This is an optimization exercise on Yosys and OpenROAD, whose aim is small area, a short achievable clock period and few clock cycles, not a production implementation.
The RTL was checked by simulation tests, not by an equivalence proof against the original design.
No activity file was given, so power comes from the tool's default toggle rates.

## yarrow
==> flow/design.v (excerpt) <==
module mac_array (
  input  logic        clk,
  input  logic        arst_n_in,
  input  logic        in_valid,
  output logic        in_ready,
  input  logic [63:0] a_in,
  input  logic [63:0] b_in,
  input  logic        in_last,
  input  logic        round_in,
  input  logic        sat_in,
  output logic        out_valid,
  input  logic        out_ready,
  output logic [63:0] out,
  output logic [3:0]  out_ovf
);
For scale: about 6,000 cells after synthesis, ~1,100 flip-flops, ~210 I/O pins, ~61,000 um^2 of cells after synthesis.
export LEC_CHECK = 0
export ABC_AREA = 1
export CAP_MARGIN = 20
export CORE_MARGIN = 2
export CORE_UTILIZATION = 40
export CTS_CLUSTER_DIAMETER = 110
export CTS_CLUSTER_SIZE = 18
export SETUP_SLACK_MARGIN = 4.05
export SLEW_MARGIN = 20
create_clock -name core_clock -period 7.0 [get_ports {clk}]
standard.sh (not shown) runs the stock make flow with config.mk's settings and CLKGATE_MAP_FILE= SYNTH_SCRIPT=/design/flow/synth_recipe.tcl, a recipe that flattens the netlist after the stock synthesis.
==> flow/flow/run.sh <==
#!/bin/bash
# Standard layout flow, with the port buffers made from a regular buffer
# cell (the default pick is a delay cell). All tool output is in
# orfs/logs/ (per step) and in standard.log here.
set -euo pipefail
export BUFFER_PORTS_ARGS="-buffer_cell sky130_fd_sc_hd__buf_1"
bash standard.sh > standard.log 2>&1
Testbench counts of yarrow, summed over its fixed seeds: cycles 20,723.
Edits applied to the flow inputs when going from yarrow to maple:
- CTS_CLUSTER_DIAMETER: 110 -> 120
- SETUP_SLACK_MARGIN: 4.05 -> 4.1
- CTS_CLUSTER_SIZE: 18 -> 22
--- outcome ---
maple went all the way through synthesis, placement and routing and the layout is clean on timing, DRC and antenna. Of yarrow and maple, the lower amount of wire on met2 after detailed routing belongs to yarrow. The final design area excluding fillers of yarrow and that of maple are within noise of each other. yarrow → maple: wire length of the first global-routing pass has increased, arithmetic-cell share of the synthesized area counting full adders, half adders and majority gates has remained practically unchanged, normalized max-slew margin has decreased. Critical-path cell with the highest stage delay: fa_1 -> maple, dfxtp_1 -> yarrow. Comparing maple with yarrow, the part of the cycle the worst path needs came out essentially unchanged. Changes observed in maple relative to yarrow: buffering overhead picked up an extra 0.25 points; final cell count without fillers held; number of cells on the critical path +4. Compared with yarrow, in maple total power rose 0.82%, number of buffers created by CTS fell 23%.


Another version of the RTL of mac_array (not shown whole).
Size: ~210 I/O pins.
clock: 7.0 ns
lec_check: 0
abc_area: 1
cap_margin: 20
core_margin: 2
core_utilization: 40
cts_cluster_diameter: 120
cts_cluster_size: 22
setup_slack_margin: 4.05
slew_margin: 20
==> flow/flow/run.sh <==
#!/bin/bash
# Standard layout flow, with the port buffers made from a regular buffer
# cell (the default pick is a delay cell). All tool output is in
# orfs/logs/ (per step) and in standard.log here.
set -euo pipefail
export BUFFER_PORTS_ARGS="-buffer_cell sky130_fd_sc_hd__buf_4"
bash standard.sh > standard.log 2>&1
Testbench counts at the start, summed over its fixed seeds: cycles 20,723.
==> next run, changes <==
--- a/flow/config.mk
+++ b/flow/config.mk
@@ -11,5 +11,3 @@
 export CORE_UTILIZATION = 40
-export CTS_CLUSTER_DIAMETER = 120
-export CTS_CLUSTER_SIZE = 22
-export SETUP_SLACK_MARGIN = 4.05
+export SETUP_SLACK_MARGIN = 4.15
 export SLEW_MARGIN = 20
Effect:
- routed wire length went up by about 4.6%
- synthesized cell count is unchanged
- global-route usage is higher by 0.65 points
==> next run, changes <==
--- a/flow/config.mk
+++ b/flow/config.mk
@@ -11,3 +11,4 @@
 export CORE_UTILIZATION = 40
-export SETUP_SLACK_MARGIN = 4.15
+export CTS_BUF_LIST = sky130_fd_sc_hd__clkbuf_4 sky130_fd_sc_hd__clkbuf_8
+export SETUP_SLACK_MARGIN = 4.05
 export SLEW_MARGIN = 20
Outcome: The new run passed the timing, DRC and antenna checks; area after synthesis stays the same; clock-buffer cell count rises by 107; sequential cell count stays the same; die area stays the same; total power falls by 1.7%; routed wire length falls by 2.6%; global-route usage falls by 0.14 points.
==> next run, changes <==
--- a/flow/config.mk
+++ b/flow/config.mk
@@ -11,4 +11,3 @@
 export CORE_UTILIZATION = 40
-export CTS_BUF_LIST = sky130_fd_sc_hd__clkbuf_4 sky130_fd_sc_hd__clkbuf_8
-export SETUP_SLACK_MARGIN = 4.05
+export SETUP_SLACK_MARGIN = 4.0
 export SLEW_MARGIN = 20
Effect: Die area stays the same. Clock-buffer cell count drops by 115. Critical path depth climbs by 6. Wire length drops by about 1.5%.

==> separate check: timing with driven ports <==
The results above use ideal ports. As a check the final layouts listed here were re-extracted and re-timed, cells and wires unchanged. Step 1 assumes that a clkbuf_16 drives the clock port and a buf_2 every other input. Step 2 also shifts input and output timing later by t, the mid clock arrival at the registers, as if the neighbouring blocks saw the same clock. Three values: no drivers, after step 1, after step 2; two values: the first two.
| run | t (ns) | setup WS [ns] | worst data-port slew with drivers (ns) |
|---|---|---|---|
| yarrow | 0.732 | 4.116 / 4.109 / 3.988 | 0.05 |
| maple | 0.749 | 4.121 / 4.121 / 3.870 | 0.05 |
| the first run of note 2 | 0.751 | 4.091 / 4.048 / 4.091 | 0.05 |
| the second run of note 2 | 0.808 | 4.107 / 4.028 / 3.778 | 0.06 |
| the third run of note 2 | 0.965 | 3.941 / 3.871 / 4.071 | 0.05 |
| the fourth run of note 2 | 0.808 | 4.032 / 4.004 / 3.654 | 0.08 |
After both steps every run listed still meets setup and hold. The setup slack of the fourth run of note 2, which loses most, moves by -0.028 ns with the drivers and by -0.378 ns with both steps.
